Background: an optimization exercise with open tools, aiming at small area. Do not read the settings as production practice.
Only simulation tests tie the RTL to the original design; equivalence was not proved.
The flow treats the clock pin as an ideal source, which a real chip does not have.
Power and IR drop assume default switching activity.

[design.v]
package pmed_pkg;
  localparam int unsigned CodeWidth   = 2;
  localparam int unsigned PortTimeW   = 32;
  localparam int unsigned RegTimeW    = 24;
  localparam int unsigned SensorWidth = 8;
  localparam int unsigned CfgIdxWidth = 8;
  localparam int unsigned CfgDataW    = 24;
  typedef enum logic [CodeWidth-1:0] {
    EV_CALIBRATING = 2'd0,
    EV_ACTIVE      = 2'd1,
    EV_DETECTED    = 2'd2,
    EV_ENDED       = 2'd3
  } event_code_t;
  localparam logic [CfgIdxWidth-1:0] REG_CALIB_TIME = 8'd0;
  localparam logic [CfgIdxWidth-1:0] REG_PAUSE_TIME = 8'd1;
  localparam logic [CfgIdxWidth-1:0] REG_SENSOR_ID  = 8'd2;
  localparam logic [RegTimeW-1:0]    CALIB_RESET  = 24'd30000;
  localparam logic [RegTimeW-1:0]    PAUSE_RESET  = 24'd5000;
  localparam logic [SensorWidth-1:0] SENSOR_RESET = 8'd0;
  typedef struct packed {
    logic [RegTimeW-1:0]    calib_time;
    logic [RegTimeW-1:0]    pause_time;
    logic [SensorWidth-1:0] sensor_id;
  } cfg_t;
  typedef struct packed {
    logic                   emit;
    event_code_t            code;
    logic [PortTimeW-1:0]   event_time;
    logic [SensorWidth-1:0] sensor;
  } result_t;
endpackage
module pmed_cfg_load #(
  parameter int unsigned HiLsb = 0,
  parameter int unsigned HiMsb = 0
) (
  input  logic                             rst,
  input  logic                             wr_en,
  input  logic [pmed_pkg::CfgIdxWidth-1:0] wr_index,
  input  logic [pmed_pkg::CfgDataW-1:0]    wr_data,
  output logic [pmed_pkg::CfgDataW-1:0]    data_lo,
  output logic [HiMsb:HiLsb]               data_hi,
  output logic                             en_calib,
  output logic                             en_pause,
  output logic                             en_sensor
);
  assign data_lo = wr_data & {pmed_pkg::CfgDataW{~rst}};
  assign data_hi = wr_data[HiMsb:HiLsb] | {(HiMsb-HiLsb+1){rst}};
  assign en_calib  = rst | (wr_en & (wr_index == pmed_pkg::REG_CALIB_TIME));
  assign en_pause  = rst | (wr_en & (wr_index == pmed_pkg::REG_PAUSE_TIME));
  assign en_sensor = rst | (wr_en & (wr_index == pmed_pkg::REG_SENSOR_ID));
endmodule
module pmed_cfg_regs (
  input  logic                             clk,
  input  logic                             rst,
  input  logic                             wr_en,
  input  logic [pmed_pkg::CfgIdxWidth-1:0] wr_index,
  input  logic [pmed_pkg::CfgDataW-1:0]    wr_data,
  output pmed_pkg::cfg_t                   cfg
);
  localparam logic [pmed_pkg::CfgDataW-1:0] CalibRst  = pmed_pkg::CALIB_RESET;
  localparam logic [pmed_pkg::CfgDataW-1:0] PauseRst  = pmed_pkg::PAUSE_RESET;
  localparam logic [pmed_pkg::CfgDataW-1:0] SensorRst = pmed_pkg::CfgDataW'(pmed_pkg::SENSOR_RESET);
  localparam logic [pmed_pkg::CfgDataW-1:0] Ones      = CalibRst | PauseRst | SensorRst;
  function automatic int unsigned low_one(input logic [pmed_pkg::CfgDataW-1:0] v);
    low_one = 0;
    for (int i = pmed_pkg::CfgDataW - 1; i >= 0; i--) if (v[i]) low_one = i;
  endfunction
  function automatic int unsigned high_one(input logic [pmed_pkg::CfgDataW-1:0] v);
    high_one = 0;
    for (int i = 0; i < pmed_pkg::CfgDataW; i++) if (v[i]) high_one = i;
  endfunction
  localparam int unsigned HiLsb = low_one(Ones);
  localparam int unsigned HiMsb = high_one(Ones);
  pmed_pkg::cfg_t                   regs;
  logic [pmed_pkg::CfgDataW-1:0]    data_lo, data_hi;
  logic [HiMsb:HiLsb]               data_hi_span;
  logic [pmed_pkg::CfgDataW-1:0]    load_calib, load_pause, load_sensor;
  logic                             en_calib, en_pause, en_sensor;
  pmed_cfg_load #(.HiLsb(HiLsb), .HiMsb(HiMsb)) u_load (
    .rst       (rst),
    .wr_en     (wr_en),
    .wr_index  (wr_index),
    .wr_data   (wr_data),
    .data_lo   (data_lo),
    .data_hi   (data_hi_span),
    .en_calib  (en_calib),
    .en_pause  (en_pause),
    .en_sensor (en_sensor)
  );
  always_comb begin
    data_hi = '0;
    data_hi[HiMsb:HiLsb] = data_hi_span;
  end
  assign load_calib  = (data_hi & CalibRst)  | (data_lo & ~CalibRst);
  assign load_pause  = (data_hi & PauseRst)  | (data_lo & ~PauseRst);
  assign load_sensor = (data_hi & SensorRst) | (data_lo & ~SensorRst);
  always_ff @(posedge clk) begin
    if (en_calib)  regs.calib_time <= load_calib;
    if (en_pause)  regs.pause_time <= load_pause;
    if (en_sensor) regs.sensor_id  <= load_sensor[pmed_pkg::SensorWidth-1:0];
  end
  assign cfg = regs;
endmodule
module pmed_fa_row #(
  parameter int unsigned W = 24
) (
  input  logic [W-1:0] a,
  input  logic [W-1:0] b,
  input  logic [W-1:0] c,
  output logic [W-1:0] s,
  output logic [W-1:0] co
);
  assign s  = a ^ b ^ c;
  assign co = (a & b) | (a & c) | (b & c);
endmodule
module pmed_ha_row #(
  parameter int unsigned W = 8
) (
  input  logic [W-1:0] a,
  input  logic [W-1:0] b,
  output logic [W-1:0] s,
  output logic [W-1:0] co
);
  assign s  = a ^ b;
  assign co = a & b;
endmodule
module pmed_xor_row #(
  parameter int unsigned W = 16
) (
  input  logic [W-1:0] a,
  input  logic [W-1:0] b,
  output logic [W-1:0] h
);
  assign h = a ^ b;
endmodule
module pmed_nn_row #(
  parameter int unsigned W = 16
) (
  input  logic [W-1:0] a,
  input  logic [W-1:0] b,
  output logic [W-1:0] ng,
  output logic [W-1:0] np
);
  assign ng = ~(a & b);
  assign np = ~(a | b);
endmodule
module pmed_nor_row #(
  parameter int unsigned W = 8
) (
  input  logic [W-1:0] a,
  input  logic [W-1:0] b,
  output logic [W-1:0] np
);
  assign np = ~(a | b);
endmodule
module pmed_carry_tn (
  input  logic g,
  input  logic p,
  input  logic c,
  output logic nc
);
  assign nc = ~(g | (p & c));
endmodule
module pmed_carry_nt (
  input  logic ng,
  input  logic np,
  input  logic nc,
  output logic c
);
  assign c = ~(ng & (np | nc));
endmodule
module pmed_adder #(
  parameter int unsigned W = 32,
  parameter bit          InvEven = 1'b0
) (
  input  logic [W-1:0] a,
  input  logic [W-1:0] b,
  input  logic         cin,
  output logic [W-1:0] sum,
  output logic         cout
);
  localparam int unsigned NE = (W + 1) / 2;
  localparam int unsigned NO = W / 2;
  logic [NE-1:0] ae, be, he, ge;
  logic [NO-1:0] ao, bo, ho, ngo, npo;
  logic [W:0]    cy;   
  for (genvar j = 0; j < NE; j++) begin : g_even_in
    assign ae[j] = a[2*j];
    assign be[j] = b[2*j];
  end
  for (genvar j = 0; j < NO; j++) begin : g_odd_in
    assign ao[j] = a[2*j+1];
    assign bo[j] = b[2*j+1];
  end
  pmed_ha_row  #(.W(NE)) u_even_pg (.a(ae), .b(be), .s(he), .co(ge));
  pmed_xor_row #(.W(NO)) u_odd_h   (.a(ao), .b(bo), .h(ho));
  pmed_nn_row  #(.W(NO)) u_odd_pg  (.a(ao), .b(bo), .ng(ngo), .np(npo));
  assign cy[0] = cin;
  for (genvar i = 0; i < W; i++) begin : g_bit
    if (i % 2 == 0) begin : g_even
      pmed_carry_tn u_c (.g(ge[i/2]), .p(he[i/2]), .c(cy[i]), .nc(cy[i+1]));
      assign sum[i] = he[i/2] ^ cy[i] ^ InvEven;
    end else begin : g_odd
      pmed_carry_nt u_c (.ng(ngo[i/2]), .np(npo[i/2]), .nc(cy[i]), .c(cy[i+1]));
      assign sum[i] = ~(ho[i/2] ^ cy[i]);
    end
  end
  assign cout = cy[W];
endmodule
module pmed_greater #(
  parameter int unsigned W = 24
) (
  input  logic [W-1:0] dx,
  input  logic [W-1:0] lx,
  output logic         gt
);
  logic [W-1:0] na, no;
  logic [W:0]   ch;   
  pmed_nn_row #(.W(W)) u_pg (.a(dx), .b(lx), .ng(na), .np(no));
  assign ch[0] = 1'b0;
  for (genvar i = 0; i < W; i++) begin : g_bit
    if (i % 2 == 0) begin : g_even
      pmed_carry_tn u_c (.g(no[i]), .p(na[i]), .c(ch[i]), .nc(ch[i+1]));
    end else begin : g_odd
      pmed_carry_nt u_c (.ng(na[i]), .np(no[i]), .nc(ch[i]), .c(ch[i+1]));
    end
  end
  assign gt = ch[W];
endmodule
module pmed_sum_zero #(
  parameter int unsigned W = 8
) (
  input  logic [W-1:0] h,
  input  logic [W-1:0] np,
  output logic         zero0,
  output logic         zero1
);
  assign zero1 = &h;
  assign zero0 = ~h[0] & (&(h[W-1:1] ^ np[W-2:0]));
endmodule
module pmed_event_logic (
  input  logic                           clk,
  input  logic                           rst,
  input  logic                           accept,
  input  logic                           take,
  input  logic                           motion_level,
  input  logic [pmed_pkg::PortTimeW-1:0] now_ms,
  input  pmed_pkg::cfg_t                 cfg,
  output logic                           out_valid,
  output logic [pmed_pkg::CodeWidth-1:0] out_code,
  output logic [pmed_pkg::PortTimeW-1:0] out_time
);
  localparam int unsigned TW = pmed_pkg::PortTimeW;
  localparam int unsigned LW = pmed_pkg::RegTimeW;
  localparam int unsigned HW = TW - LW;
  logic          started;
  logic          calibrated;
  logic          armed;
  logic          low_pending;
  logic          just_calibrated;
  logic [TW-1:0] mark_n;
  logic [TW-1:0] now_n;
  logic [LW-1:0] lim_x;
  logic [LW-1:0] diff_x;
  logic          carry_lo, lo_past;
  logic [HW-1:0] hi_h, hi_np;
  logic          hi_zero0, hi_zero1, hi_past;
  logic          pass;
  logic [TW-1:0] dx, dy;
  logic [TW-1:0] dur_n;
  logic          dur_top_c;
  logic          cal_done;
  logic          detected;
  logic          ended;
  logic          emit;
  assign now_n = ~now_ms;
  assign lim_x = (calibrated ? cfg.pause_time : cfg.calib_time) ^ {(LW/2){2'b10}};
  pmed_adder #(.W(LW), .InvEven(1'b1)) u_diff (
    .a    (now_ms[LW-1:0]),
    .b    (mark_n[LW-1:0]),
    .cin  (1'b1),
    .sum  (diff_x),
    .cout (carry_lo)
  );
  pmed_greater #(.W(LW)) u_cmp (
    .dx (diff_x),
    .lx (lim_x),
    .gt (lo_past)
  );
  pmed_xor_row #(.W(HW)) u_hi_h (
    .a (now_ms[TW-1:LW]),
    .b (mark_n[TW-1:LW]),
    .h (hi_h)
  );
  pmed_nor_row #(.W(HW)) u_hi_np (
    .a  (now_ms[TW-1:LW]),
    .b  (mark_n[TW-1:LW]),
    .np (hi_np)
  );
  pmed_sum_zero #(.W(HW)) u_hi_zero (
    .h     (hi_h),
    .np    (hi_np),
    .zero0 (hi_zero0),
    .zero1 (hi_zero1)
  );
  assign hi_past = ~(carry_lo ? hi_zero1 : hi_zero0);
  assign pass    = hi_past | lo_past;
  pmed_fa_row #(.W(LW)) u_dur_csa (
    .a  (now_n[LW-1:0]),
    .b  (cfg.pause_time),
    .c  (out_time[LW-1:0]),
    .s  (dx[LW-1:0]),
    .co (dy[LW-1:0])
  );
  pmed_ha_row #(.W(HW)) u_dur_hsa (
    .a  (now_n[TW-1:LW]),
    .b  (out_time[TW-1:LW]),
    .s  (dx[TW-1:LW]),
    .co (dy[TW-1:LW])
  );
  assign dur_n[0] = dx[0];
  pmed_adder #(.W(TW-2)) u_dur_add (
    .a    (dx[TW-2:1]),
    .b    (dy[TW-3:0]),
    .cin  (1'b0),
    .sum  (dur_n[TW-2:1]),
    .cout (dur_top_c)
  );
  assign dur_n[TW-1] = dx[TW-1] ^ dy[TW-2] ^ dur_top_c;
  assign cal_done = ~calibrated & started & pass;
  assign detected = calibrated & motion_level & armed;
  assign ended    = calibrated & ~motion_level & ~armed & ~low_pending & pass;
  assign emit     = ~calibrated | detected | ended;
  always_ff @(posedge clk) begin
    if (rst) begin
      started         <= 1'b0;
      calibrated      <= 1'b0;
      armed           <= 1'b1;
      low_pending     <= 1'b0;
      just_calibrated <= 1'b0;
    end else if (accept) begin
      started         <= 1'b1;
      just_calibrated <= cal_done;
      if (cal_done) calibrated <= 1'b1;
      if (calibrated) begin
        if (motion_level) begin
          low_pending <= 1'b1;
          if (armed) armed <= 1'b0;
        end else begin
          low_pending <= 1'b0;
          if (ended) armed <= 1'b1;
        end
      end
    end
  end
  always_ff @(posedge clk) begin
    if (accept & (~started | (calibrated & ~motion_level & low_pending))) begin
      mark_n <= now_n;
    end
  end
  always_ff @(posedge clk) begin
    if (rst) begin
      out_valid <= 1'b0;
    end else if (accept) begin
      out_valid <= emit;
    end else if (take) begin
      out_valid <= 1'b0;
    end
  end
  always_ff @(posedge clk) begin
    if (accept & emit) begin
      out_time <= ended ? ~dur_n : now_ms;
    end
  end
  assign out_code = {calibrated & ~just_calibrated, calibrated & armed};
endmodule
module pir_motion_event_detector_core #(
  parameter int unsigned TIME_WIDTH = 32
) (
  input  logic                             clk,
  input  logic                             rst,
  input  logic                             s_tvalid,
  output logic                             s_tready,
  input  logic [39:0]                      s_tdata,   
  output logic                             m_tvalid,
  input  logic                             m_tready,
  output logic [39:0]                      m_tdata,   
  output logic [pmed_pkg::CodeWidth-1:0]   m_tuser,   
  input  logic                             cfg_valid,
  output logic                             cfg_ready,
  input  logic [pmed_pkg::CfgIdxWidth-1:0] cfg_index,
  input  logic [pmed_pkg::CfgDataW-1:0]    cfg_data
);
  pmed_pkg::cfg_t cfg;
  logic                           out_valid;
  logic [pmed_pkg::PortTimeW-1:0] out_time;
  logic [pmed_pkg::CodeWidth-1:0] out_code;
  assign cfg_ready = 1'b1;
  pmed_cfg_regs u_cfg (
    .clk      (clk),
    .rst      (rst),
    .wr_en    (cfg_valid),
    .wr_index (cfg_index),
    .wr_data  (cfg_data),
    .cfg      (cfg)
  );
  assign s_tready = ~out_valid | m_tready;
  pmed_event_logic u_logic (
    .clk          (clk),
    .rst          (rst),
    .accept       (s_tvalid & s_tready),
    .take         (m_tready),
    .motion_level (s_tdata[0]),
    .now_ms       (s_tdata[pmed_pkg::PortTimeW:1]),
    .cfg          (cfg),
    .out_valid    (out_valid),
    .out_code     (out_code),
    .out_time     (out_time)
  );
  assign m_tvalid = out_valid;
  assign m_tdata  = {cfg.sensor_id, out_time};
  assign m_tuser  = out_code;
endmodule
[flow/run.sh]
#!/bin/bash
set -euo pipefail
cat >> config.mk <<'EOM'
export BUFFER_PORTS_ARGS = -buffer_cell sky130_fd_sc_hd__buf_1
export RECOVER_POWER = 100
export CTS_ARGS = -sink_clustering_enable -repair_clock_nets -sink_clustering_size 30 -sink_clustering_max_diameter 100 -buf_list "sky130_fd_sc_hd__clkbuf_4 sky130_fd_sc_hd__clkbuf_8" -dont_use_dummy_load
EOM
bash standard.sh > standard_flow.log 2>&1
[standard.sh]
#!/bin/bash
# synth_recipe.tcl (not shown) runs the flow's synth.tcl, then flattens the netlist and writes it again
# the make line also repeats each setting of config.mk as NAME=value (left out here)
make -C /OpenROAD-flow-scripts/flow DESIGN_CONFIG=/design/flow/config.mk WORK_HOME=/design/flow/orfs CLKGATE_MAP_FILE= SYNTH_SCRIPT=/design/flow/synth_recipe.tcl "${@:-finish}"
[config.mk]
export PLATFORM = sky130hd
export DESIGN_NAME = pir_motion_event_detector_core
export DESIGN_NICKNAME = pir_motion_event_detector_core
export VERILOG_FILES = /design/flow/design.v
export SDC_FILE = /design/flow/constraint.sdc
export NUM_CORES = 4
export LEC_CHECK = 0
export CAP_MARGIN = 5
export CORE_MARGIN = 2
export CORE_UTILIZATION = 40
export CTS_BUF_LIST = sky130_fd_sc_hd__clkbuf_8
export CTS_CLUSTER_DIAMETER = 100
export CTS_CLUSTER_SIZE = 30
export GPL_TIMING_DRIVEN = 0
export SLEW_MARGIN = 5
export SYNTH_HIERARCHICAL = 1
export BUFFER_PORTS_ARGS = -buffer_cell sky130_fd_sc_hd__buf_1
export RECOVER_POWER = 100
export CTS_ARGS = -sink_clustering_enable -repair_clock_nets -sink_clustering_size 30 -sink_clustering_max_diameter 100 -buf_list "sky130_fd_sc_hd__clkbuf_4 sky130_fd_sc_hd__clkbuf_8" -dont_use_dummy_load
[constraint.sdc]
create_clock -name core_clock -period 7.5 [get_ports {clk}]
set_input_delay 1.5000 -clock core_clock [delete_from_list [all_inputs] [get_ports {clk}]]
set_output_delay 1.5000 -clock core_clock [all_outputs]
set_load 0.01 [all_outputs]
==> results of run 1 <==
## repair_timing
item | in CTS | in global routing
setup buffers | 1 | 11
pin swaps | 1 | 22
endpoints found under the setup margin | 36 | 57
resized for setup | 10 | 11
## cells in the final DEF (no fill, tap or decap), types with 2 or more instances in the layout
master	count
o21ai_1	22
a41o_1	2
nand4_1	3
or2_1	4
mux2i_1	45
and2b_1	5
inv_1	34
conb_1	6
nor2_1	64
clkbuf_2	3
fa_1	24
clkbuf_8	17
edfxtp_1	120
nand2_1	54
xor2_1	56
a21oi_2	37
and2_2	2
nor2b_1	17
buf_4	12
a21oi_1	8
dfxtp_1	6
or2_2	5
ha_1	35
clkbuf_1	9
buf_1	111
o21ai_2	19
nand2b_1	2
mux2_2	12
xnor2_1	42
## worst paths after layout
kind / to / cells after the start / slack [ns] / from
worst max-delay path: u_logic.out_time[31] / 37 / 0.30 / s_tdata[2]
worst min-delay path: u_logic.just_calibrated / 2 / 0.48 / u_logic.just_calibrated
worst max register to register: u_logic.out_time[31] / 35 / 1.17 / u_cfg.regs[9]
worst min register to register: u_logic.just_calibrated / 2 / 0.48 / u_logic.just_calibrated
## routing by layer
metal	vias up	GRT usage, %
li1	2519	-
met1	2545	21.5
met2	118	30.4
met3	16	4.13
met4	0	4.80
met5	-	0
## power groups by stage
stage / combinational (mW) / sequential, mW / clock [mW]
after global routing: 0.657 / 0.866 / 0.466
final: 0.597 / 0.860 / 0.427
after global placement: 0.525 / 0.875 / 0
after CTS: 0.569 / 0.860 / 0.444
after floorplan: 0.419 / 0.876 / 0
after detailed placement: 0.550 / 0.875 / 0
## sequential cells by signal (all words and copies together), names as in the netlist
register and cells:
u_logic.started 1, u_logic.just_calibrated 1, u_logic.calibrated 1, u_logic.mark_n 32, u_logic.low_pending 1, u_logic.armed 1
u_logic.out_valid 1, u_logic.out_time 32, u_cfg.regs 56
## cell type report
class | count | share of cell area [%]
sequential | 126 | 41.8
timing repair buffer | 127 | 6.27
multi-input combinational | 477 | 43.4
tap | 260 | 3.65
inverter | 35 | 1.47
clock buffer | 17 | 2.62
buffer | 13 | 0.842
## critical path: cells and delay by family
family / cells / cell delay (ns)
compound gates: 30 / 4.52
fa+ha+maj: 2 / 0.70
xor+xnor: 2 / 0.34
buf+inv: 2 / 0.21
mux: 1 / 0.09
## through the flow
step / std cells / total power, mW / setup slack, ns / area, um2
after detailed placement: 1026 / 1.42 / -1.16 / 8590
after CTS: 1044 / 1.87 / 0.0133 / 8880
after floorplan: 651 / 1.29 / 0.0526 / 7770
after global placement: 1024 / 1.40 / -1.75 / 8520
final: 1055 / 1.88 / 0.304 / 8920
after global routing: 1055 / 1.99 / -0.0560 / 8920
==> reports/qor.txt, run 1 <==
outcome: finished with violations
Failed Checks: capacitance limit, slew limit
Remaining Overflow, GRT: 0
crit path capture type: flip-flop
Int Power: 1.30 mW
Clock power frac: 22.7%
pwr dens: 211 nW/um2
switching part of the total power: 31.1%
IO Pins: 122
hpwl dp: 12700 um
Post-DRT Antenna Nets: 0
Wirelength per Cell: 16.5 um
Logic pwr share: 31.7%
Worst-Margin Slew: 2.43 ns
Post-Syn Area per Cell: 12.0 um2
max cap viols: 1
Core ar.: 18900 um2
overall routing resource usage: 17.3%
area of the multi-input gates: 3870 um2
mean number of vias per cell: 4.93
critical setup path kind: in2reg
Die Y: 143 um
final hold vios: 0
largest net degree at the start of global routing: 25
Area Overhead vs Synth: 14.9%
CTS tree: yes
Mapped Cells: 649
CP arrival: 7.37 ns
cell repeated most along the worst path: a21oi_2
crit path time final: 7.20 ns
H-tree depth: 4
die footprint: 20500 um2
first-pass GRT wire length: 26800 um
IO Port Bufs: 113
Final Setup Violations: 0
worst-path maximum fanout: 4
TritonCTS buffer count: 17
Sw Pwr: 0.585 mW
Post-Syn Area: 7760 um2
hold slack final: 0.475 ns
Sum Neg Setup Slack: 0 ns
Longest Clk Path Bufs: 2
Max VDD drop: 0.103 mV
routed wl met3: 801 um
placer congestion estimate: 0.768
class of the worst hold path: reg2reg
Final Cycle Share: 95.9%
relative slew slack: -63.4%
post-layout util: 47.2%
Top Metal Used: met4
vias in the first global route: 5348
DR pass1 iterations: 5
initial antenna violation count: 0
Worst setup SP type: input pin
Vias: 5198
Max Clock Freq: 0.139 GHz
Die Wd: 143 um
share of cells above drive strength 1: 14.7%
Remaining DRCs: 0
root buf cell: clkbuf_8
pins over their slew limit: 15
hold buffer count at CTS: 0
Initial Util: 41.1%
Leakage: 3.50 nW
DR iter-0 viols: 228
NumNets Final: 933
final WL: 17400 um
M1 wire length: 7630 um
clock latency on the worst-skew pair: 0.43 ns
Clock Skew: 0.0312 ns
max incr delay on CP: 0.48 ns
Reg clk slew, reported paths: 0.07 ns
# rows: 50
clock sinks: 126
Sequential Power Share: 45.6%
Yosys warnings: 8
Register Area: 3720 um2
FILL cells: 1821
routed wl met2: 8740 um
slowest CP cell: fa_1
diode count: 0
WP data required: 7.68 ns
==> run 2: changes to the inputs <==
==> flow/run.sh (replaced) <==
#!/bin/bash
set -euo pipefail
cat >> config.mk <<'EOM'
export BUFFER_PORTS_ARGS = -buffer_cell sky130_fd_sc_hd__buf_1
export CTS_ARGS = -sink_clustering_enable -repair_clock_nets -sink_clustering_size 30 -sink_clustering_max_diameter 100 -buf_list "sky130_fd_sc_hd__clkbuf_4 sky130_fd_sc_hd__clkbuf_8" -dont_use_dummy_load
EOM
bash standard.sh > standard_flow.log 2>&1
--- a/config.mk
+++ b/config.mk
@@ -15,5 +15,4 @@
 export SLEW_MARGIN = 5
 export SYNTH_HIERARCHICAL = 1
 export BUFFER_PORTS_ARGS = -buffer_cell sky130_fd_sc_hd__buf_1
-export RECOVER_POWER = 100
 export CTS_ARGS = -sink_clustering_enable -repair_clock_nets -sink_clustering_size 30 -sink_clustering_max_diameter 100 -buf_list "sky130_fd_sc_hd__clkbuf_4 sky130_fd_sc_hd__clkbuf_8" -dont_use_dummy_load
==> run 2 against run 1 <==
Effect of this change: now clean on timing, DRC and antenna; register-to-register slack about the same; fmax grew 0.11%; die area did not move.
==> reports/qor.txt, run 2 <==
Worst-Margin Slew: 0.760 ns
IO Pins: 122
diode count: 0
most common cell after layout, fill and taps aside: edfxtp_1
critical path buffer and inverter count: 2
clock latency on the worst-skew pair: 0.43 ns
Stages on worst setup path: 37
critical setup path kind: in2reg
Reg clk slew, reported paths: 0.07 ns
final hold vios: 0
relative slew slack: 49.3%
mean number of vias per cell: 4.91
worst-path maximum fanout: 4
hold buffer count at CTS: 0
clock sinks: 126
area of the multi-input gates: 3900 um2
max cap viols: 0
cell family with the largest share of critical-path delay: compound AO/OA/AOI/OAI gates
Post-Syn Area per Cell: 12.0 um2
hold slack final: 0.475 ns
outcome: no timing/DRC/antenna violations
Final Setup Violations: 0
share of cells above drive strength 1: 16.1%
Core ar.: 18900 um2
Pwr Total: 1.89 mW
CTS tree: yes
Worst R2R Path Depth: 35
Sequential Power Share: 45.5%
Initial Util: 41.1%
Setup WS pre-CTS: -1.16 ns
CP arrival: 7.37 ns
Post-DRT Antenna Nets: 0
Area Overhead vs Synth: 15.9%
Post-Syn Area: 7760 um2
R2R Path Start: u_cfg.regs[9]
Worst setup startpoint: s_tdata[2]
Sw Pwr: 0.587 mW
pwr dens: 210 nW/um2
H-tree depth: 4
Clock power frac: 22.7%
Most Crowded Layer GR: met2
final WL: 17400 um
crit path capture type: flip-flop
NumNets Final: 933
max FFs per register: 56
IO Port Bufs: 113
Longest Clk Path Bufs: 2
# rows: 50
crit path time final: 7.19 ns
Max VDD drop: 0.104 mV
Cell Count, Final, Fillers Out: 1055
post-layout util: 47.6%
placed cells: 1026
overall routing resource usage: 17.3%
Mapped Cells: 649
hold path depth: 2
placer congestion estimate: 0.768
met3 GRT Util: 4.13%
switching part of the total power: 31.1%
hold_sp: u_logic.just_calibrated
first-pass GRT wire length: 26800 um
Register Area: 3720 um2
leading registers by flop count: u_cfg.regs x56, u_logic.mark_n x32, u_logic.out_time x32
Vias: 5177
die footprint: 20500 um2
Wirelength per Cell: 16.5 um
Die Y: 143 um
slowest CP cell: fa_1
Leakage: 3.55 nW
TritonCTS buffer count: 17
Yosys warnings: 8
max incr delay on CP: 0.48 ns
class of the worst hold path: reg2reg
Worst setup SP type: input pin
DR iter-0 viols: 207
Remaining Overflow, GRT: 0
Logic pwr share: 31.9%
most frequent cells in the layout: 120 x edfxtp_1, 112 x buf_1, 64 x nor2_1, 56 x xor2_1, 54 x nand2_1
Clock Skew: 0.0319 ns
initial antenna violation count: 0
GR Util met1: 21.5%
Int Power: 1.30 mW
pins over their slew limit: 0
Reg with most FFs: u_cfg.regs
Max Clock Freq: 0.139 GHz
WP data required: 7.68 ns
FILL cells: 1812
root buf cell: clkbuf_8
GRT met2 Usage: 30.4%
vias in the first global route: 5348
largest net degree at the start of global routing: 25
Remaining DRCs: 0
Die Wd: 143 um
DR pass1 iterations: 4
hpwl dp: 12700 um
cell repeated most along the worst path: a21oi_2
Final Cycle Share: 95.8%
fin worst setup slack: 0.312 ns
[run 2: changes by cell type in the layout (fill, tap and decap cells not counted), moves of 2 or more]
cell      before  now
buf_6          1    3
clkbuf_2       3    1
clkbuf_1       9    3
buf_8          1    3
buf_2          1    3
a21oi_1        8    6
a21oi_2       37   39
[run 2: metrics by stage]
step                      TNS [ns]  area, um2
after floorplan                  0       7770
after global placement      -58.80       8520
after CTS                        0       8880
after detailed placement    -28.55       8590
after global routing       -0.0560       9000
final                            0       9000
[run 2: cell type report]
class	instances	area share [%]
Multi-Input combinational cell	477	43.3
Sequential cell	126	41.4
Timing Repair Buffer	127	6.39
Tap cell	260	3.61
Clock buffer	17	2.60
Inverter	35	1.46
Buffer	13	1.25
[run 2: final timing paths]
path	end	slack, ns
setup / recovery	u_logic.out_time[31]	0.31
hold / removal	u_logic.just_calibrated	0.48
setup reg to reg	u_logic.out_time[31]	1.18
hold reg to reg	u_logic.just_calibrated	0.48
[run 2: per-layer routing]
layer  up-vias  share of wire (%)
met1      2524                 44
li1       2519                  -
met3        15                4.7
met4         0                1.1
met5         -                  0
met2       119                 51
[run 2: timing repair]
action / 4_1_cts / 5_1_grt
pin swaps: 1 / 22
cloned: 0 / 0
resized for setup: 10 / 11
buffers inserted: 1 / 11
setup endpoints to repair: 36 / 57
[run 2: tightest hold or removal path, stage by stage, from the launching register on]
cell and delay, ns:
dfxtp_1 0.31, nand2b_1 0.06, a21oi_1 0.06
[run 2: power by group through the flow]
stage                     Clock, mW  Combinational (mW)  Sequential [mW]
after CTS                     0.444               0.569            0.860
final                         0.428               0.602            0.859
after global routing          0.466               0.663            0.865
after floorplan                   0               0.419            0.876
after global placement            0               0.525            0.875
after detailed placement          0               0.550            0.875
==> run 3: changes to the inputs <==
==> flow/run.sh (replaced) <==
#!/bin/bash
set -euo pipefail
cat >> config.mk <<EOM
export BUFFER_PORTS_ARGS = -buffer_cell sky130_fd_sc_hd__buf_1
export CTS_ARGS = -sink_clustering_enable -repair_clock_nets -sink_clustering_size 30 -sink_clustering_max_diameter 100 -buf_list "sky130_fd_sc_hd__clkbuf_4 sky130_fd_sc_hd__clkbuf_8" -dont_use_dummy_load
export POST_CTS_TCL = $(pwd)/flow/post_cts.tcl
EOM
bash standard.sh > standard_flow.log 2>&1
==> flow/post_cts.tcl (new file) <==
# After clock tree synthesis: downsize gates on paths with slack to spare.
# Global routing's repair_design and repair_timing run after this and fix any
# slew, capacitance or setup violation the downsizing leaves.
puts "Downsizing gates on paths with slack to spare..."
estimate_parasitics -placement
repair_timing -recover_power 100 -verbose
report_worst_slack
--- a/config.mk
+++ b/config.mk
@@ -7,7 +7,7 @@
 export LEC_CHECK = 0
 export CAP_MARGIN = 5
 export CORE_MARGIN = 2
-export CORE_UTILIZATION = 40
+export CORE_UTILIZATION = 55
 export CTS_BUF_LIST = sky130_fd_sc_hd__clkbuf_8
 export CTS_CLUSTER_DIAMETER = 100
 export CTS_CLUSTER_SIZE = 30
@@ -16,3 +16,4 @@
 export SYNTH_HIERARCHICAL = 1
 export BUFFER_PORTS_ARGS = -buffer_cell sky130_fd_sc_hd__buf_1
 export CTS_ARGS = -sink_clustering_enable -repair_clock_nets -sink_clustering_size 30 -sink_clustering_max_diameter 100 -buf_list "sky130_fd_sc_hd__clkbuf_4 sky130_fd_sc_hd__clkbuf_8" -dont_use_dummy_load
+export POST_CTS_TCL = /design/flow/flow/post_cts.tcl
==> run 3 against run 2 <==
Effect of this change: still clean on timing, DRC and antenna; global-route usage is 5.9 points higher; combinational power hardly changed; utilization is 17 points higher; register-to-register slack hardly changed; sequential cell count stayed put; sequential power hardly changed; via count is 0.52% lower; critical path type unchanged; highest routed layer unchanged.
==> reports/qor.txt, run 3 <==
outcome: no timing/DRC/antenna violations
clock sinks: 126
class of the worst hold path: reg2reg
diode count: 0
Post-Syn Area: 7760 um2
Pwr Total: 1.89 mW
Vias: 5150
most common cell after layout, fill and taps aside: edfxtp_1
DR pass1 iterations: 4
critical path buffer and inverter count: 2
cell repeated most along the worst path: a21oi_2
Wirelength per Cell: 16.9 um
Core ar.: 13800 um2
vias in the first global route: 5228
max FFs per register: 56
Post-Syn Area per Cell: 12.0 um2
Post-DRT Antenna Nets: 0
Cell Count, Final, Fillers Out: 979
Logic pwr share: 31.7%
Worst-Margin Slew: 1.29 ns
clock latency on the worst-skew pair: 0.45 ns
largest net degree at the start of global routing: 25
Worst setup SP type: input pin
die footprint: 15100 um2
DR iter-0 viols: 261
hold slack final: 0.473 ns
hpwl dp: 12000 um
IO Port Bufs: 113
Clock power frac: 22.9%
switching part of the total power: 31.2%
Sequential Power Share: 45.4%
CTS tree: yes
Remaining Overflow, GRT: 0
Final Cycle Share: 95.6%
fin worst setup slack: 0.332 ns
first-pass GRT wire length: 25700 um
Int Power: 1.30 mW
Max Clock Freq: 0.140 GHz
Yosys warnings: 8
Reg with most FFs: u_cfg.regs
Max VDD drop: 0.114 mV
Die Y: 123 um
Reg clk slew, reported paths: 0.06 ns
DP Area: 8500 um2
# rows: 43
Setup WS pre-CTS: -1.27 ns
relative slew slack: 14.2%
cell family with the largest share of critical-path delay: compound AO/OA/AOI/OAI gates
final hold vios: 0
worst-path maximum fanout: 4
Remaining DRCs: 0
Leakage: 3.54 nW
Mapped Cells: 649
slowest CP cell: fa_1
max incr delay on CP: 0.48 ns
most frequent cells in the layout: 120 x edfxtp_1, 111 x buf_1, 64 x nor2_1, 56 x xor2_1, 54 x nand2_1
max cap viols: 0
overall routing resource usage: 23.2%
WP data required: 7.69 ns
mean number of vias per cell: 5.26
crit path time final: 7.17 ns
crit path capture type: flip-flop
initial antenna violation count: 0
pwr dens: 212 nW/um2
final WL: 16500 um
Sw Pwr: 0.591 mW
Clock Skew: 0.0178 ns
placer congestion estimate: 0.785
Final Setup Violations: 0
Design Area, Final: 8900 um2
NumNets Final: 937
IO Pins: 122
leading registers by flop count: u_cfg.regs x56, u_logic.mark_n x32, u_logic.out_time x32
critical setup path kind: in2reg
share of cells above drive strength 1: 16.0%
Initial Util: 56.1%
CP arrival: 7.36 ns
placed cells: 946
pins over their slew limit: 0
Area Overhead vs Synth: 14.6%
Die Wd: 123 um
run 3: layout make-up:
class	count	area (um2)
Clock buffer	17	234
Tap cell	180	225
Sequential cell	126	3720
Buffer	13	95.1
Multi-Input combinational cell	478	3920
Inverter	35	131
Timing Repair Buffer	130	574
Fill cell	1123	4930
run 3: worst reg2reg max path: cells and delay by family (launching register included):
kind,cells,cell delay (ns)
XOR/XNOR,2,0.33
AO/OA/AOI/OAI,30,4.53
multiplexers,1,0.08
adder cells (fa/ha/maj),2,0.70
flip-flops,1,0.43
run 3: per-layer routing:
metal | vias up | part of all wire, % | global-route usage (%)
met5 | - | 0 | 0
met4 | 0 | 1.4 | 9.91
met3 | 15 | 5.9 | 4.97
met2 | 135 | 51 | 39.6
met1 | 2459 | 42 | 28.5
li1 | 2541 | - | -
run 3: through the flow:
stage	util, %	TNS [ns]
after floorplan	-	0
after global placement	60.9	-58.68
after detailed placement	61.5	-34.38
after global routing	64.4	-0.0655
final	64.4	0
run 3: power groups by stage:
stage / Clock, mW / Sequential [mW] / Combinational, mW
2_1_floorplan: 0 / 0.876 / 0.419
3_5_place_dp: 0 / 0.874 / 0.550
3_3_place_gp: 0 / 0.874 / 0.524
5_1_grt: 0.467 / 0.864 / 0.666
6_report: 0.433 / 0.858 / 0.600
run 3: worst paths after layout:
check | end | slack, ns | cells after the start | start
max reg2reg | u_logic.out_time[31] | 1.17 | 35 | u_cfg.regs[9]
min | u_logic.just_calibrated | 0.47 | 2 | u_logic.just_calibrated
max | u_logic.out_time[31] | 0.33 | 37 | s_tdata[2]
min reg2reg | u_logic.just_calibrated | 0.47 | 2 | u_logic.just_calibrated
==> run 4: changes to the inputs <==
--- a/config.mk
+++ b/config.mk
@@ -7,7 +7,7 @@
 export LEC_CHECK = 0
 export CAP_MARGIN = 5
 export CORE_MARGIN = 2
-export CORE_UTILIZATION = 55
+export CORE_UTILIZATION = 40
 export CTS_BUF_LIST = sky130_fd_sc_hd__clkbuf_8
 export CTS_CLUSTER_DIAMETER = 100
 export CTS_CLUSTER_SIZE = 30
==> run 4 against run 3 <==
Effect of this change: critical path depth unchanged; critical endpoint unchanged; sequential power hardly changed; area after synthesis is the same; combinational power barely moved; clock power down 1%; register-to-register slack about the same; count of clock-buffer cells in the layout stayed put.
==> reports/qor.txt, run 4 <==
Post-DRT Antenna Nets: 0
Die Y: 143 um
max incr delay on CP: 0.48 ns
Stages on worst setup path: 37
Worst setup startpoint: s_tdata[2]
DR pass1 iterations: 6
most frequent cells in the layout: 120 x edfxtp_1, 111 x buf_1, 64 x nor2_1, 56 x xor2_1, 54 x nand2_1
pins over their slew limit: 0
r2r setup slk: 1.17 ns
Post-Syn Area: 7760 um2
DP Area: 8590 um2
final hold vios: 0
critical setup path kind: in2reg
Max Clock Freq: 0.139 GHz
die footprint: 20500 um2
worst r2r dst: u_logic.out_time[31]
Die Wd: 143 um
FILL cells: 1820
Yosys warnings: 8
mean number of vias per cell: 4.96
diode count: 0
Final Setup Violations: 0
IO Pins: 122
Leakage: 3.51 nW
relative slew slack: 13.9%
Cell Count, Final, Fillers Out: 1056
Critical path destination: u_logic.out_time[31]
CP arrival: 7.37 ns
max FFs per register: 56
cell repeated most along the worst path: a21oi_2
R2R Path Start: u_cfg.regs[9]
largest net degree at the start of global routing: 25
Remaining DRCs: 0
share of cells above drive strength 1: 15.5%
overall routing resource usage: 17.3%
worst-path maximum fanout: 4
Post-Syn Area per Cell: 12.0 um2
Worst setup SP type: input pin
cell family with the largest share of critical-path delay: compound AO/OA/AOI/OAI gates
Area Overhead vs Synth: 15.1%
Remaining Overflow, GRT: 0
NumNets Final: 934
CTS tree: yes
Max VDD drop: 0.104 mV
max cap viols: 0
critical path buffer and inverter count: 2
outcome: no timing/DRC/antenna violations
hpwl dp: 12700 um
placer congestion estimate: 0.768
Final Cycle Share: 95.9%
crit path capture type: flip-flop
# rows: 50
Clock Skew: 0.0298 ns
hold path depth: 2
Worst-Margin Slew: 1.29 ns
vias in the first global route: 5359
IO Port Bufs: 113
Wirelength per Cell: 16.5 um
clock sinks: 126
class of the worst hold path: reg2reg
initial antenna violation count: 0
leading registers by flop count: u_cfg.regs x56, u_logic.mark_n x32, u_logic.out_time x32
crit path time final: 7.19 ns
Reg with most FFs: u_cfg.regs
Mapped Cells: 649
first-pass GRT wire length: 26800 um
final WL: 17400 um
DR iter-0 viols: 169
Pwr Total: 1.89 mW
WP data required: 7.68 ns
slowest CP cell: fa_1
placed cells: 1026
Vias: 5237
Reg clk slew, reported paths: 0.07 ns
most common cell after layout, fill and taps aside: edfxtp_1
clock latency on the worst-skew pair: 0.43 ns
pwr dens: 211 nW/um2
Design Area, Final: 8940 um2
Initial Util: 41.1%
Worst R2R Path Depth: 35
Core ar.: 18900 um2
Sum Neg Setup Slack: 0 ns
## run 4: worst min path at each step
stage | from | to | slack [ns]
6_report | u_logic.just_calibrated | u_logic.just_calibrated | 0.47
5_1_grt | u_logic.just_calibrated | u_logic.just_calibrated | 0.51
3_5_place_dp | u_logic.just_calibrated | u_logic.just_calibrated | 0.47
3_3_place_gp | u_logic.just_calibrated | u_logic.just_calibrated | 0.46
2_1_floorplan | u_logic.just_calibrated | u_logic.just_calibrated | 0.44
## run 4: worst reg2reg max path: cells and delay by family (launching register included)
family	cells	cell delay, ns
flip-flops	1	0.43
AO/OA/AOI/OAI	30	4.55
multiplexers	1	0.09
adder cells (fa/ha/maj)	2	0.70
XOR/XNOR	2	0.34
## run 4: report_power, final
| group | switching [mW] | internal, mW | leakage [nW] | total [mW] |
|---|---|---|---|---|
| Combinational | 0.330 | 0.271 | 2.19 | 0.602 |
| Sequential | 0.0286 | 0.831 | 1.20 | 0.859 |
| Clock | 0.229 | 0.199 | 0.122 | 0.428 |
## run 4: area by class of cell
class / instances / area (um2) / area share [%]
Clock buffer: 17 / 234 / 2.62
Multi-Input combinational cell: 477 / 3880 / 43.4
Timing Repair Buffer: 128 / 568 / 6.35
Sequential cell: 126 / 3720 / 41.7
Inverter: 35 / 131 / 1.47
Tap cell: 260 / 325 / 3.64
Buffer: 13 / 75.1 / 0.840
## run 4: stage by stage
stage               utilization, %  setup slack [ns]  hold slack [ns]
finish                        47.3             0.306            0.473
global route                  47.3           -0.0458            0.508
detailed placement            45.5             -1.16            0.467
global placement              45.1             -1.75            0.457
floorplan                        -            0.0526            0.440
## run 4: routing by layer
metal | global-route usage, % | up-vias | wire length, um
li1 | - | 2523 | -
met1 | 21.3 | 2569 | 7630
met2 | 30.4 | 127 | 8720
met3 | 4.13 | 18 | 862
met4 | 4.80 | 0 | 206
met5 | 0 | - | 0
==> run 5: changes to the inputs <==
==> flow/run.sh (replaced) <==
#!/bin/bash
set -euo pipefail
cat >> config.mk <<EOM
export BUFFER_PORTS_ARGS = -buffer_cell sky130_fd_sc_hd__buf_1
export CTS_ARGS = -sink_clustering_enable -repair_clock_nets -sink_clustering_size 30 -sink_clustering_max_diameter 100 -buf_list sky130_fd_sc_hd__clkbuf_4 -root_buf sky130_fd_sc_hd__clkbuf_8 -dont_use_dummy_load
export POST_CTS_TCL = $(pwd)/flow/post_cts.tcl
EOM
bash standard.sh > standard_flow.log 2>&1
--- a/config.mk
+++ b/config.mk
@@ -15,5 +15,5 @@
 export SLEW_MARGIN = 5
 export SYNTH_HIERARCHICAL = 1
 export BUFFER_PORTS_ARGS = -buffer_cell sky130_fd_sc_hd__buf_1
-export CTS_ARGS = -sink_clustering_enable -repair_clock_nets -sink_clustering_size 30 -sink_clustering_max_diameter 100 -buf_list "sky130_fd_sc_hd__clkbuf_4 sky130_fd_sc_hd__clkbuf_8" -dont_use_dummy_load
+export CTS_ARGS = -sink_clustering_enable -repair_clock_nets -sink_clustering_size 30 -sink_clustering_max_diameter 100 -buf_list sky130_fd_sc_hd__clkbuf_4 -root_buf sky130_fd_sc_hd__clkbuf_8 -dont_use_dummy_load
 export POST_CTS_TCL = /design/flow/flow/post_cts.tcl
==> run 5 against run 4 <==
Effect of this change: critical path depth unchanged; hold slack better by 0.0048 ns; register-to-register slack better by 0.04 ns; largest power group unchanged; critical endpoint unchanged; still clean on timing, DRC and antenna; final cell count did not move; first-iteration DRC count up 39%; count of clock-buffer cells in the layout did not move; fmax increased by 0.68%.
==> reports/qor.txt, run 5 <==
Reg with most FFs: u_cfg.regs
Mapped Cells: 649
area of the multi-input gates: 3880 um2
Int Power: 1.21 mW
R2R Path Start: u_cfg.regs[9]
DP Area: 8590 um2
worst-path maximum fanout: 4
WP data required: 7.68 ns
class of the worst hold path: reg2reg
Sequential Power Share: 48.0%
clock sinks: 126
# rows: 50
critical setup path kind: in2reg
Max Clock Freq: 0.140 GHz
crit path capture type: flip-flop
Leakage: 3.47 nW
CTS tree: yes
Design Area, Final: 8840 um2
Pwr Total: 1.79 mW
Die Y: 143 um
final hold vios: 0
Initial Util: 41.1%
Max VDD drop: 0.0875 mV
Remaining DRCs: 0
Wirelength per Cell: 16.4 um
Die Wd: 143 um
first-pass GRT wire length: 26800 um
initial antenna violation count: 0
Reg clk slew, reported paths: 0.11 ns
Yosys warnings: 8
hold path depth: 2
clock latency on the worst-skew pair: 0.43 ns
Area Overhead vs Synth: 13.9%
most common cell after layout, fill and taps aside: edfxtp_1
crit path time final: 7.15 ns
CP arrival: 7.33 ns
max FFs per register: 56
Worst R2R Path Depth: 35
Sw Pwr: 0.577 mW
Cell Count, Final, Fillers Out: 1056
largest net degree at the start of global routing: 25
mean number of vias per cell: 4.96
max incr delay on CP: 0.48 ns
placed cells: 1026
leading registers by flop count: u_cfg.regs x56, u_logic.mark_n x32, u_logic.out_time x32
r2r setup slk: 1.21 ns
pins over their slew limit: 0
hold slack final: 0.478 ns
Post-DRT Antenna Nets: 0
Register Area: 3720 um2
Logic pwr share: 33.6%
IO Port Bufs: 113
slowest CP cell: fa_1
Sum Neg Setup Slack: 0 ns
DR pass1 iterations: 5
Post-Syn Area per Cell: 12.0 um2
pwr dens: 202 nW/um2
switching part of the total power: 32.2%
Worst-Margin Slew: 1.27 ns
NumNets Final: 934
IO Pins: 122
max cap viols: 0
hpwl dp: 12700 um
Final Setup Violations: 0
share of cells above drive strength 1: 15.5%
Remaining Overflow, GRT: 0
Core ar.: 18900 um2
Vias: 5233
most frequent cells in the layout: 120 x edfxtp_1, 111 x buf_1, 64 x nor2_1, 56 x xor2_1, 54 x nand2_1
Clock power frac: 18.4%
worst r2r dst: u_logic.out_time[31]
placer congestion estimate: 0.768
DR iter-0 viols: 235
overall routing resource usage: 17.3%
FILL cells: 1831
Final Cycle Share: 95.3%
Setup WS pre-CTS: -1.16 ns
vias in the first global route: 5365
hold endpoint: u_logic.just_calibrated
Clock Skew: 0.0478 ns
final WL: 17400 um
outcome: no timing/DRC/antenna violations
post-layout util: 46.8%
diode count: 0
relative slew slack: 15.1%
Post-Syn Area: 7760 um2
hold_sp: u_logic.just_calibrated
Worst setup SP type: input pin
cell repeated most along the worst path: a21oi_2
fin worst setup slack: 0.355 ns
die footprint: 20500 um2
[run 5: cell type report]
type | instances | area share (%)
plain buffers | 13 | 0.849
inverters | 35 | 1.49
well taps | 260 | 3.68
repair buffers | 128 | 6.43
clock buffers | 17 | 1.51
multi-input cells | 477 | 43.9
flip-flops and latches | 126 | 42.1
[run 5: power by group through the flow]
| stage | sequential [mW] | clock, mW | combinational [mW] |
|---|---|---|---|
| after floorplan | 0.876 | 0 | 0.419 |
| after global placement | 0.875 | 0 | 0.525 |
| after detailed placement | 0.875 | 0 | 0.550 |
| after global routing | 0.865 | 0.365 | 0.662 |
| final | 0.858 | 0.330 | 0.601 |
[run 5: routing by layer]
layer  vias up  GRT usage (%)  share of wire [%]
met5         -              0                  0
met4         0           5.06               0.93
met3        12           4.10                5.2
met2       125           30.2                 50
met1      2569           21.3                 43
li1       2527              -                  -
[run 5: worst max-delay path, delay by kind of cell]
family / cells / cell delay, ns
buffers and inverters: 2 / 0.21
AO/OA/AOI/OAI: 30 / 4.47
adder cells (fa/ha/maj): 2 / 0.70
XOR/XNOR: 2 / 0.34
multiplexers: 1 / 0.09
[run 5: worst max path at each step]
stage                     from              endpoint  slack [ns]  cells past startpoint
detailed placement  s_tdata[2]  u_logic.out_time[31]       -1.16                     37
finish              s_tdata[2]  u_logic.out_time[31]        0.35                     37
global placement    s_tdata[1]   u_logic.out_time[5]       -1.75                     31
floorplan           s_tdata[1]   u_logic.out_time[0]        0.05                     30
global route        s_tdata[2]  u_logic.out_time[31]       -0.04                     37
==> run 6: changes to the inputs <==
--- a/config.mk
+++ b/config.mk
@@ -7,7 +7,7 @@
 export LEC_CHECK = 0
 export CAP_MARGIN = 5
 export CORE_MARGIN = 2
-export CORE_UTILIZATION = 40
+export CORE_UTILIZATION = 50
 export CTS_BUF_LIST = sky130_fd_sc_hd__clkbuf_8
 export CTS_CLUSTER_DIAMETER = 100
 export CTS_CLUSTER_SIZE = 30
==> run 6 against run 5 <==
Effect of this change: highest routed layer unchanged; total power down 0.34%; sequential share of layout area up 0.30 points; critical endpoint unchanged; count of clock-buffer cells in the layout unchanged; critical path type unchanged; synthesized cell count unchanged.
==> reports/qor.txt, run 6 <==
Worst-Margin Slew: 1.22 ns
Reg clk slew, reported paths: 0.10 ns
Initial Util: 51.1%
DR iter-0 viols: 271
relative slew slack: 18.5%
fin worst setup slack: 0.361 ns
Final Setup Violations: 0
Sum Neg Setup Slack: 0 ns
CTS tree: yes
Max VDD drop: 0.120 mV
Post-Syn Area: 7760 um2
cell repeated most along the worst path: a21oi_2
placer congestion estimate: 0.782
IO Pins: 122
Post-Syn Area per Cell: 12.0 um2
IO Port Bufs: 113
NumNets Final: 937
Mapped Cells: 649
Setup WS pre-CTS: -1.15 ns
pwr dens: 203 nW/um2
Die Y: 129 um
Reg with most FFs: u_cfg.regs
hold slack final: 0.476 ns
most frequent cells in the layout: 120 x edfxtp_1, 111 x buf_1, 64 x nor2_1, 56 x xor2_1, 54 x nand2_1
R2R Path Start: u_cfg.regs[9]
Design Area, Final: 8780 um2
final WL: 16700 um
Worst setup SP type: input pin
critical setup path kind: in2reg
hpwl dp: 12200 um
Final Cycle Share: 95.2%
CP arrival: 7.30 ns
max FFs per register: 56
mean number of vias per cell: 5.21
Leakage: 3.48 nW
post-layout util: 57.7%
die footprint: 16500 um2
Remaining Overflow, GRT: 0
worst-path maximum fanout: 4
crit path capture type: flip-flop
worst r2r dst: u_logic.out_time[31]
slowest CP cell: fa_1
# rows: 45
max cap viols: 0
RSZ-0062 raised after global routing: false
Post-DRT Antenna Nets: 0
DR pass1 iterations: 4
Area Overhead vs Synth: 13.1%
largest net degree at the start of global routing: 25
hold_sp: u_logic.just_calibrated
Wirelength per Cell: 16.9 um
vias in the first global route: 5352
Yosys warnings: 8
overall routing resource usage: 20.9%
pins over their slew limit: 0
Worst R2R Path Depth: 35
Max Clock Freq: 0.140 GHz
clock sinks: 126
FILL cells: 1338
Critical path destination: u_logic.out_time[31]
Core ar.: 15200 um2
Vias: 5145
diode count: 0
WP data required: 7.66 ns
outcome: no timing/DRC/antenna violations
initial antenna violation count: 0
Die Wd: 129 um
Worst setup startpoint: s_tdata[2]
r2r setup slk: 1.22 ns
max incr delay on CP: 0.48 ns
share of cells above drive strength 1: 15.9%
Remaining DRCs: 0
most common cell after layout, fill and taps aside: edfxtp_1
clock latency on the worst-skew pair: 0.42 ns
Clock Skew: 0.0389 ns
final hold vios: 0
DP Area: 8500 um2
leading registers by flop count: u_cfg.regs x56, u_logic.mark_n x32, u_logic.out_time x32
crit path time final: 7.14 ns
class of the worst hold path: reg2reg
first-pass GRT wire length: 26000 um
==> run 6: worst min-delay path by stage <==
stage	cells past startpoint	endpoint	slack (ns)
3_5_place_dp	2	u_logic.just_calibrated	0.46
2_1_floorplan	2	u_logic.just_calibrated	0.44
6_report	2	u_logic.just_calibrated	0.48
3_3_place_gp	2	u_logic.just_calibrated	0.46
5_1_grt	2	u_logic.just_calibrated	0.51
==> run 6: worst max-delay path: cells and delay by family <==
kind,cells,cell delay [ns]
compound gates,30,4.49
xor+xnor,2,0.31
fa+ha+maj,2,0.70
buf+inv,2,0.20
mux,1,0.08
==> run 6: final cells by class <==
class                           instances  area (um2)  area share (%)
Tap cell                              188         235            2.68
Sequential cell                       126        3720            42.4
Clock buffer                           17         134            1.53
Inverter                               35         131            1.50
Timing Repair Buffer                  131         577            6.57
Buffer                                 13        75.1           0.855
Multi-Input combinational cell        477        3900            44.4
==> run 6: power breakdown <==
group	internal [mW]	switching [mW]	total [mW]	leakage, nW
clock	0.111	0.214	0.325	0.0808
sequential	0.829	0.0283	0.857	1.20
combinational	0.272	0.328	0.600	2.20
total	1.21	0.570	1.78	3.48
==> run 6: stage by stage <==
step / power, mW / std cells
3_3_place_gp: 1.40 / 952
3_5_place_dp: 1.43 / 954
2_1_floorplan: 1.29 / 651
5_1_grt: 1.89 / 987
6_report: 1.78 / 987
==> run 6: metal layers <==
layer	GRT usage, %	wire, um
met5	0	0
met4	6.27	118
met3	4.37	605
met2	37.4	8590
met1	25.6	7370
==> run 7: changes to the inputs <==
--- a/config.mk
+++ b/config.mk
@@ -7,7 +7,7 @@
 export LEC_CHECK = 0
 export CAP_MARGIN = 5
 export CORE_MARGIN = 2
-export CORE_UTILIZATION = 50
+export CORE_UTILIZATION = 45
 export CTS_BUF_LIST = sky130_fd_sc_hd__clkbuf_8
 export CTS_CLUSTER_DIAMETER = 100
 export CTS_CLUSTER_SIZE = 30
==> run 7 against run 6 <==
Effect of this change: synthesized cell count stayed put; area after synthesis is the same; setup slack worse by 0.069 ns; still clean; clock skew down 0.013 ns.
==> reports/qor.txt, run 7 <==
outcome: no timing/DRC/antenna violations
Mapped Cells: 649
CTS tree: yes
WP data required: 7.66 ns
Leakage: 3.48 nW
most common cell after layout, fill and taps aside: edfxtp_1
Worst-Margin Slew: 0.960 ns
final WL: 17100 um
Max Clock Freq: 0.139 GHz
Int Power: 1.21 mW
hold endpoint: u_logic.just_calibrated
Core ar.: 17100 um2
Sum Neg Setup Slack: 0 ns
max FFs per register: 56
worst r2r dst: u_logic.out_time[31]
Clock Skew: 0.0258 ns
cell repeated most along the worst path: a21oi_2
NumNets Final: 933
placer congestion estimate: 0.724
Design Area, Final: 8820 um2
die footprint: 18300 um2
Sw Pwr: 0.572 mW
switching part of the total power: 32.1%
critical setup path kind: in2reg
# rows: 48
hold path depth: 2
max cap viols: 0
leading registers by flop count: u_cfg.regs x56, u_logic.mark_n x32, u_logic.out_time x32
r2r setup slk: 1.14 ns
clock sinks: 126
Area Overhead vs Synth: 13.7%
fin worst setup slack: 0.293 ns
Post-Syn Area: 7760 um2
Remaining Overflow, GRT: 0
relative slew slack: 36.0%
DP Area: 8550 um2
Reg clk slew, reported paths: 0.10 ns
slowest CP cell: fa_1
mean number of vias per cell: 5.03
Final Setup Violations: 0
FILL cells: 1552
worst-path maximum fanout: 4
Die Wd: 135 um
Sequential Power Share: 48.1%
largest net degree at the start of global routing: 25
Logic pwr share: 33.6%
Vias: 5132
crit path time final: 7.21 ns
Setup WS pre-CTS: -1.23 ns
IO Port Bufs: 113
diode count: 0
initial antenna violation count: 0
pins over their slew limit: 0
hold slack final: 0.491 ns
max incr delay on CP: 0.48 ns
final hold vios: 0
CP arrival: 7.37 ns
overall routing resource usage: 19.1%
Post-Syn Area per Cell: 12.0 um2
Initial Util: 45.5%
DR pass1 iterations: 4
first-pass GRT wire length: 26300 um
IO Pins: 122
class of the worst hold path: reg2reg
hpwl dp: 12700 um
Wirelength per Cell: 16.7 um
Final Cycle Share: 96.1%
clock latency on the worst-skew pair: 0.42 ns
Max VDD drop: 0.0958 mV
hold_sp: u_logic.just_calibrated
Post-DRT Antenna Nets: 0
most frequent cells in the layout: 120 x edfxtp_1, 111 x buf_1, 64 x nor2_1, 56 x xor2_1, 54 x nand2_1
DR iter-0 viols: 233
Yosys warnings: 8
Worst setup SP type: input pin
share of cells above drive strength 1: 15.7%
vias in the first global route: 5299
Remaining DRCs: 0
R2R Path Start: u_cfg.regs[9]
Die Y: 135 um
post-layout util: 51.7%
Clock power frac: 18.3%
pwr dens: 202 nW/um2
crit path capture type: flip-flop
Worst R2R Path Depth: 35
Reg with most FFs: u_cfg.regs
run 7: worst max path at each step:
stage,from,endpoint
6_report,s_tdata[2],u_logic.out_time[31]
5_1_grt,s_tdata[2],u_logic.out_time[31]
3_5_place_dp,s_tdata[2],u_logic.out_time[31]
3_3_place_gp,s_tdata[1],u_logic.out_time[6]
2_1_floorplan,s_tdata[1],u_logic.out_time[0]
run 7: area by class of cell:
cell class	instances	area (um2)	share of cell area, %
Buffer	13	95.1	1.08
Multi-Input combinational cell	477	3900	44.2
Inverter	35	131	1.49
Tap cell	225	282	3.19
Timing Repair Buffer	127	561	6.35
Clock buffer	17	134	1.52
Sequential cell	126	3720	42.2
run 7: critical path: cells and delay by family:
family,cells,cell delay [ns]
buf+inv,2,0.20
xor+xnor,2,0.34
compound gates,30,4.50
fa+ha+maj,2,0.71
mux,1,0.08
run 7: routing by layer:
layer,share of wire (%),up-vias,global-route usage (%)
met1,43,2478,23.6
met4,1.1,0,5.84
met2,51,116,33.4
li1,-,2525,-
met5,0,-,0
met3,4.5,13,4.30
run 7: through the flow:
step	total power, mW	cells
6_report	1.78	1020
5_1_grt	1.89	1020
3_5_place_dp	1.43	991
3_3_place_gp	1.40	989
2_1_floorplan	1.29	651
run 7: power by group through the flow:
stage / logic, mW / clock network (mW) / registers (mW)
floorplan: 0.419 / 0 / 0.876
global placement: 0.524 / 0 / 0.875
detailed placement: 0.554 / 0 / 0.875
global route: 0.659 / 0.368 / 0.864
finish: 0.598 / 0.327 / 0.858
==> run 8: changes to the inputs <==
==> flow/run.sh (replaced) <==
#!/bin/bash
set -euo pipefail
cat >> config.mk <<EOM
export BUFFER_PORTS_ARGS = -buffer_cell sky130_fd_sc_hd__buf_1
export CTS_ARGS = -sink_clustering_enable -repair_clock_nets -sink_clustering_size 30 -sink_clustering_max_diameter 100 -buf_list sky130_fd_sc_hd__clkbuf_4 -root_buf sky130_fd_sc_hd__clkbuf_8 -dont_use_dummy_load
export POST_CTS_TCL = $(pwd)/flow/post_cts.tcl
export POST_FLOORPLAN_TCL = $(pwd)/flow/post_floorplan.tcl
EOM
bash standard.sh > standard_flow.log 2>&1
==> flow/post_floorplan.tcl (new file) <==
# After floorplan: put every combinational cell that synthesis sized up back to
# drive strength 1 (same function, same footprint family). The repair steps of
# placement, clock tree synthesis and global routing size cells up again where
# timing, slew or capacitance need it. Flip-flops are left as they are.
puts "Sizing combinational cells down to drive strength 1..."
set count 0
foreach inst [[ord::get_db_block] getInsts] {
  set master [[$inst getMaster] getName]
  if { ![regexp {^(sky130_fd_sc_hd__[a-z0-9]+)_([0-9]+)$} $master -> base drive] } { continue }
  if { $drive <= 1 } { continue }
  if { [regexp {^sky130_fd_sc_hd__(df|edf|sdf|dl|clk|conb|tap|fill|decap)} $base] } { continue }
  set target "${base}_1"
  if { [[ord::get_db] findMaster $target] eq "NULL" } { continue }
  replace_cell [get_cells [$inst getName]] $target
  incr count
}
puts "Sized $count cells down."
--- a/config.mk
+++ b/config.mk
@@ -17,3 +17,4 @@
 export BUFFER_PORTS_ARGS = -buffer_cell sky130_fd_sc_hd__buf_1
 export CTS_ARGS = -sink_clustering_enable -repair_clock_nets -sink_clustering_size 30 -sink_clustering_max_diameter 100 -buf_list sky130_fd_sc_hd__clkbuf_4 -root_buf sky130_fd_sc_hd__clkbuf_8 -dont_use_dummy_load
 export POST_CTS_TCL = /design/flow/flow/post_cts.tcl
+export POST_FLOORPLAN_TCL = /design/flow/flow/post_floorplan.tcl
==> run 8 against run 7 <==
Effect of this change: via count grew 1.1%; area after synthesis stayed put; die area unchanged; sequential power barely moved; register-to-register slack got worse by 0.03 ns; total power fell by 1.6%; combinational power down 4.8%; sequential cell count is the same; clock skew rose by 0.0016 ns; setup slack got worse by 0.047 ns; critical path type unchanged; largest power group unchanged.
==> reports/qor.txt, run 8 <==
Reg with most FFs: u_cfg.regs
worst r2r dst: u_logic.out_time[31]
Remaining Overflow, GRT: 0
share of cells above drive strength 1: 10.1%
leading registers by flop count: u_cfg.regs x56, u_logic.mark_n x32, u_logic.out_time x32
critical setup path kind: in2reg
placer congestion estimate: 0.752
Worst-Margin Slew: 1.31 ns
Post-Syn Area: 7760 um2
vias in the first global route: 5307
r2r setup slk: 1.11 ns
class of the worst hold path: reg2reg
R2R Path Start: u_cfg.regs[9]
Core ar.: 17100 um2
relative slew slack: 12.3%
Worst setup startpoint: s_tdata[2]
Area Overhead vs Synth: 11.5%
Worst setup SP type: input pin
Final Setup Violations: 0
max incr delay on CP: 0.48 ns
Worst R2R Path Depth: 35
RSZ-0062 raised after global routing: true
pwr dens: 203 nW/um2
max FFs per register: 56
Mapped Cells: 649
clock sinks: 126
crit path time final: 7.25 ns
outcome: no timing/DRC/antenna violations
worst-path maximum fanout: 4
overall routing resource usage: 19.1%
IO Port Bufs: 113
WP data required: 7.65 ns
Post-DRT Antenna Nets: 0
hold path depth: 2
Pwr Total: 1.75 mW
final WL: 17200 um
most common cell after layout, fill and taps aside: edfxtp_1
max cap viols: 0
hpwl dp: 12500 um
cell repeated most along the worst path: a21oi_2
fin worst setup slack: 0.246 ns
IO Pins: 122
NumNets Final: 929
DR pass1 iterations: 4
Setup WS pre-CTS: -1.73 ns
Vias: 5188
Clock Skew: 0.0274 ns
initial antenna violation count: 0
Yosys warnings: 8
Remaining DRCs: 0
Sum Neg Setup Slack: 0 ns
Die Y: 135 um
Wirelength per Cell: 16.9 um
CP arrival: 7.40 ns
clock latency on the worst-skew pair: 0.41 ns
slowest CP cell: fa_1
DR iter-0 viols: 244
Leakage: 3.41 nW
final hold vios: 0
Critical path destination: u_logic.out_time[31]
die footprint: 18300 um2
Cell Count, Final, Fillers Out: 1016
pins over their slew limit: 0
Final Cycle Share: 96.7%
most frequent cells in the layout: 120 x edfxtp_1, 113 x buf_1, 64 x nor2_1, 56 x xor2_1, 54 x nand2_1
Max Clock Freq: 0.138 GHz
Post-Syn Area per Cell: 12.0 um2
first-pass GRT wire length: 26300 um
# rows: 48
Initial Util: 45.5%
CTS tree: yes
Die Wd: 135 um
crit path capture type: flip-flop
mean number of vias per cell: 5.11
Max VDD drop: 0.113 mV
largest net degree at the start of global routing: 25
placed cells: 991
Reg clk slew, reported paths: 0.09 ns
diode count: 0
run 8: worst min path at each step:
stage                            start                 endpoint
6_report       u_logic.just_calibrated  u_logic.just_calibrated
5_1_grt        u_logic.just_calibrated  u_logic.just_calibrated
3_5_place_dp   u_logic.just_calibrated  u_logic.just_calibrated
3_3_place_gp   u_logic.just_calibrated  u_logic.just_calibrated
2_1_floorplan  u_logic.just_calibrated  u_logic.just_calibrated
run 8: metal layers:
layer  vias to the layer above  wire length (um)  track usage, %
li1                       2521                 -               -
met1                      2522              7460            23.6
met2                       132              8640            33.1
met3                        13               910            4.26
met4                         0               196            6.83
met5                         -                 0               0
run 8: critical path: cells and delay by family:
| kind | cells | cell delay, ns |
|---|---|---|
| buf+inv | 2 | 0.22 |
| compound gates | 30 | 4.53 |
| mux | 1 | 0.09 |
| fa+ha+maj | 2 | 0.70 |
| xor+xnor | 2 | 0.35 |
run 8: final cells by class:
class                      count  area [um2]
timing repair buffer         123         512
buffer                        13        62.6
clock buffer                  17         134
inverter                      35         131
fill                        1557        8400
sequential                   126        3720
multi-input combinational    477        3810
tap                          225         282
run 8: metrics by stage:
| stage | cell area (um2) | hold slack, ns | util (%) |
|---|---|---|---|
| 3_3_place_gp | 8230 | 0.459 | 48.2 |
| 5_1_grt | 8650 | 0.517 | 50.7 |
| 6_report | 8650 | 0.504 | 50.7 |
| 2_1_floorplan | 7770 | 0.440 | - |
| 3_5_place_dp | 8310 | 0.486 | 48.7 |
run 8: power by group:
group          leakage, nW  internal [mW]  switching (mW)
Combinational         2.13          0.249           0.319
Clock               0.0808          0.111           0.215
Sequential            1.20          0.829          0.0287
Total                 3.41           1.19           0.563

==> separate check: timing with driven ports <==
In the flow no input, the clock included, has a driving cell. The finished layouts below were timed again as built, in two steps. Step 1 (the two cells are an assumption about what drives the block):
set clk [get_ports {clk}]
set_driving_cell -lib_cell sky130_fd_sc_hd__clkbuf_16 $clk
set_driving_cell -lib_cell sky130_fd_sc_hd__buf_2 [delete_from_list [all_inputs] $clk]
Step 2 moves the port delays by t, midway between the first and last clock arrival at a register: inputs arrive t later, outputs are due t later. That takes back most of the time a late clock gives input paths. a / b / c = no drivers / after step 1 / after step 2; a / b = the first two.
run	t, ns	slack for setup (ns)	latest minus earliest clock arrival (ns)	worst register clock-pin slew, ns	cell pins on the clock port's net
run 1	0.463	0.304 / 0.322 / -0.141	0.032 / 0.032	0.08 / 0.08	1
run 2	0.463	0.312 / 0.329 / -0.134	0.032 / 0.032	0.08 / 0.08	1
run 3	0.475	0.332 / 0.348 / -0.127	0.018 / 0.018	0.07 / 0.07	1
run 4	0.464	0.306 / 0.324 / -0.140	0.029 / 0.030	0.08 / 0.08	1
run 5	0.449	0.355 / 0.371 / -0.078	0.048 / 0.048	0.12 / 0.12	1
run 6	0.435	0.361 / 0.378 / -0.057	0.039 / 0.039	0.11 / 0.11	1
run 7	0.443	0.293 / 0.304 / -0.139	0.026 / 0.026	0.11 / 0.11	1
run 8	0.438	0.246 / 0.247 / -0.191	0.028 / 0.027	0.11 / 0.11	1
The setup slack of run 3, which loses most, moves by +0.016 ns with the drivers and by -0.459 ns with both steps.
